Context: an optimization exercise on an open-source flow, tuned for small area, a short achievable clock period and few clock cycles per item. The choices shown serve that exercise and are no tape-out recipe.
In this exercise RTL edits were held to simulation tests only and were not proved equivalent to the original.
No activity file was given, so power comes from the tool's default toggle rates.

==> flow/design.v (excerpt) <==
module bounded_ordered_list_engine_top (
	input  logic               clk,
	input  logic               arst_n,
	input  logic               start,
	output logic               busy,
	input  logic [2:0]         req_type,
	input  logic [4:0]         position,
	input  logic signed [31:0] value,
	output logic               done,
	output logic [2:0]         status,
	output logic signed [31:0] out_value,
	output logic [4:0]         out_position,
	output logic [4:0]         removed_count,
	output logic [4:0]         entry_count
);
	localparam int N = 16;
	localparam logic [2:0] R_INS_AT = 3'd0, R_INS_SORT = 3'd1, R_DEL_AT = 3'd2,
		R_DEL_EQ = 3'd3, R_SEARCH = 3'd4, R_XMIN = 3'd5;
	localparam logic [2:0] ST_OK = 3'd0, ST_EMPTY = 3'd1, ST_BADPOS = 3'd2, ST_FULL = 3'd3,
		ST_NOTFOUND = 3'd4;
	function automatic logic [15:0] pre_or(input logic [15:0] x);
		logic [15:0] y;
		y = x;
		y = y | {y[14:0], 1'b0};
		y = y | {y[13:0], 2'b0};
		y = y | {y[11:0], 4'b0};
		y = y | {y[7:0], 8'b0};
		pre_or = y;
	endfunction
	logic [N-1:0][31:0] lst;      
	logic [N-1:0] vld;            
	logic [4:0]   cnt;            
	logic [N-1:0][3:0] rk;        
	logic         rv;             
	logic         dde_q;          
	logic         is_ia, is_de;
	logic [31:0]  rval;
	logic [N-1:0] rpth;           
	logic [N-1:0] eqv;            
	logic [N-1:0] gv;             
	logic         ins_q;          
	logic         dfix_q;         
	logic         done_q, busy_q;
	logic [2:0]   st_q;           
	logic [31:0]  oval_q;
	logic [4:0]   opos_q, orem_q, ocnt_q;
	logic [N-1:0] te, tgs;        
	assign te  = pre_or(eqv);
	assign tgs = pre_or(gv);
	logic do_ins, do_del;
	logic [N-1:0] tg, td;         
	assign do_ins = rv && ins_q;
	assign do_del = rv && (dfix_q || dde_q);
	assign tg = is_ia ? rpth : tgs;
	assign td = is_de ? te : rpth;
	assign busy = busy_q;
	assign done = done_q;
	assign status = st_q;
	assign out_value = oval_q;
	assign out_position = opos_q;
	assign removed_count = orem_q;
	assign entry_count = ocnt_q;
	logic [N-1:0] s_prv, s_val, s_nxt;    
	logic [N-1:0][31:0] lst_n;
	logic [N-1:0][3:0] rk_n;
	logic [N-1:0] vld_n;
	logic [4:0]   cnt_n;
	assign vld_n = do_ins ? {vld[N-2:0], 1'b1} : (do_del ? {1'b0, vld[N-1:1]} : vld);
  ...
Size: about 730 flip-flops, ~95 I/O pins, roughly 52,000 sq um of cells after synthesis.
clock: 20.0 ns
lec_check: 0
abc_area: 1
cap_margin: 20
core_margin: 2
core_utilization: 25
place_density: 0.45
slew_margin: 20
standard.sh (not shown) runs the stock make flow with config.mk's settings and CLKGATE_MAP_FILE= SYNTH_SCRIPT=/design/flow/synth_recipe.tcl, a recipe that flattens the netlist after the stock synthesis.
==> flow/flow/run.sh <==
#!/bin/bash
# The standard layout (the standard.sh: standard synthesis, then ORFS
# floorplan to finish), with two changes to how it is made:
# - timing repair is asked to leave extra setup slack (flow/margin, in ns), so
#   that the layout is sized for a shorter period than the 20 ns it is
#   constrained to;
# - the port buffers are plain buffers (buf_4) rather than the delay cells
#   buffer_ports picks by default.
# Clock period, I/O delays, loads and every other setting stay the design's.
set -euo pipefail
export SETUP_SLACK_MARGIN=$(cat flow/margin)
export BUFFER_PORTS_ARGS="-buffer_cell sky130_fd_sc_hd__buf_4"
bash standard.sh > standard_flow.log 2>&1
==> flow/flow/margin <==
14
The baseline produced a clean layout.
Testbench counts at the start, summed over its fixed seeds: cycles 16,171, items 16,000.
==> next run, changes <==
--- a/flow/design.v
+++ b/flow/design.v
@@ -27,36 +27,36 @@
 		y = y | {y[7:0], 8'b0};
 		pre_or = y;
 	endfunction
 	logic [N-1:0][31:0] lst;      
 	logic [N-1:0] vld;            
 	logic [4:0]   cnt;            
 	logic [N-1:0][3:0] rk;        
-	logic         rv;             
+	logic         ins_q;          
+	logic         dfix_q;         
 	logic         dde_q;          
-	logic         is_ia, is_de;
+	logic         is_q;           
+	logic [N-1:0] ia_at, ia_aft;  
+	logic [N-1:0] dth;            
 	logic [31:0]  rval;
-	logic [N-1:0] rpth;           
 	logic [N-1:0] eqv;            
 	logic [N-1:0] gv;             
-	logic         ins_q;          
-	logic         dfix_q;         
 	logic         done_q, busy_q;
 	logic [2:0]   st_q;           
 	logic [31:0]  oval_q;
 	logic [4:0]   opos_q, orem_q, ocnt_q;
 	logic [N-1:0] te, tgs;        
 	assign te  = pre_or(eqv);
 	assign tgs = pre_or(gv);
 	logic do_ins, do_del;
 	logic [N-1:0] tg, td;         
-	assign do_ins = rv && ins_q;
-	assign do_del = rv && (dfix_q || dde_q);
-	assign tg = is_ia ? rpth : tgs;
-	assign td = is_de ? te : rpth;
+	assign do_ins = ins_q;
+	assign do_del = dfix_q || dde_q;
+	assign tg = ia_at | ia_aft | (tgs & {N{is_q}});
+	assign td = dth | (te & {N{dde_q}});
 	assign busy = busy_q;
 	assign done = done_q;
 	assign status = st_q;
 	assign out_value = oval_q;
 	assign out_position = opos_q;
 	assign removed_count = orem_q;
 	assign entry_count = ocnt_q;
@@ -73,25 +73,25 @@
 			cnt <= '0;
 		end else begin
 			vld <= vld_n;
 			cnt <= cnt_n;
 		end
 	end
 	for (genvar i = 0; i < N; i++) begin : g_ent
-		logic after, at;              
+		logic is_after, is_at;
 		if (i == 0) begin : g_h
-			assign after = 1'b0;
-			assign at = tg[0];
+			assign is_after = 1'b0;
+			assign is_at = tgs[0];
 		end else begin : g_t
-			assign after = tg[i-1];
-			assign at = tg[i] && !tg[i-1];
+			assign is_after = tgs[i-1];
+			assign is_at = tgs[i] && !tgs[i-1];
 		end
-		assign s_prv[i] = do_ins && after;
-		assign s_val[i] = do_ins && at;
-		assign s_nxt[i] = do_del && td[i];
+		assign s_prv[i] = ia_aft[i] || (is_q && is_after);
+		assign s_val[i] = ia_at[i] || (is_q && is_at);
+		assign s_nxt[i] = td[i];
 		logic [31:0] prv, nxt;
 		if (i == 0) begin : g_p0
 			assign prv = lst[0];
 		end else begin : g_p
 			assign prv = lst[i-1];
 		end
 		if (i == N - 1) begin : g_nl
@@ -284,36 +284,38 @@
 	assign tc = pre_or(c_eq);
 	logic c_multi;
 	assign c_multi = |(c_eq & {tc[N-2:0], 1'b0});
 	logic more_n;
 	assign more_n = accept ? (a_de && a_multi) : c_multi;
 	always_ff @(posedge clk or negedge arst_n) begin
 		if (!arst_n) begin
-			rv <= 1'b0;
 			done_q <= 1'b0;
 			busy_q <= 1'b0;
+			ins_q  <= 1'b0;
+			dfix_q <= 1'b0;
+			dde_q  <= 1'b0;
 		end else begin
-			rv <= accept || busy_q;
 			done_q <= (accept || busy_q) && !more_n;
 			busy_q <= (accept || busy_q) && more_n;
+			ins_q  <= accept && a_ins;
+			dfix_q <= accept && a_dfix;
+			dde_q  <= accept ? (a_de && a_any) : busy_q;
 		end
 	end
 	always_ff @(posedge clk) begin
-		rval <= value;
-		rpth <= (a_pth & {N{a_da || a_ia}}) | (tm_n & {N{a_xm}});
-		gv   <= a_gt;
+		rval   <= value;
+		gv     <= a_gt;
+		is_q   <= accept && a_ins && a_is;
+		ia_at  <= a_p1h & {N{accept && a_ins && a_ia}};
+		ia_aft <= {a_pth[N-2:0], 1'b0} & {N{accept && a_ins && a_ia}};
+		dth    <= ((a_pth & {N{a_da}}) | (tm_n & {N{a_xm}})) & {N{accept && a_dfix}};
 	end
 	always_ff @(posedge clk) begin
 		if (accept) begin
-			is_ia   <= a_ia;
-			is_de   <= a_de;
 			eqv     <= a_eq;
-			ins_q   <= a_ins;
-			dfix_q  <= a_dfix;
-			dde_q   <= a_de && a_any;
 			st_q    <= a_st;
 			oval_q  <= a_oval;
 			opos_q  <= a_oposx | (a_se ? a_spos : 5'd0);
 			orem_q  <= 5'(a_de && a_any);
 			ocnt_q  <= a_ins ? cnt_n + 5'd1 : ((a_dfix || (a_de && a_any)) ? cnt_n - 5'd1 : cnt_n);
 		end else begin
 			eqv     <= c_eq;
What happened: Utilization went up by 0.44 points; die area is higher by 2.3%; routed wire length goes up by 7.9%; hold slack got worse by 0.016 ns; non-clock buffer count rose by 33; total power rises by 14%; global-route usage came out higher by 1.8 points; area after synthesis rises by 2.3%; first-iteration DRC count increases by 14%; cell count increases by 2.8%.
Testbench counts after the change, summed over its fixed seeds: cycles 16,171, items 16,000.

## what the ideal ports hide
No port has a modelled driver above. Below, the same layouts with a new extraction and two added sets of constraints. Step 1 sets driving cells, clkbuf_16 on the clock port and buf_2 on the other inputs (assumed; they add their load-dependent delay and slew). Step 2 adds t to the input delays and takes it off the output delays; t is the mean of the earliest and latest rising clock arrival at the registers after step 1. Input paths then give back, and output paths get back, about the clock's delay inside the block. Three values: ideal, step 1, step 2; two values: the first two.
run	shift t [ns]	setup WS [ns]	hold slack, ns	latest minus earliest clock arrival (ns)	slew at the worst register clock pin (ns)
the first run	0.839	13.482 / 13.507 / 12.669	0.511 / 0.511 / 0.511	0.037 / 0.037	0.07 / 0.07
the second run	0.873	13.356 / 13.350 / 12.477	0.494 / 0.494 / 0.494	0.051 / 0.051	0.07 / 0.07
After both steps setup and hold are still met in every run listed. The setup slack of the second run, which loses most, moves by -0.006 ns with the drivers and by -0.879 ns with both steps.
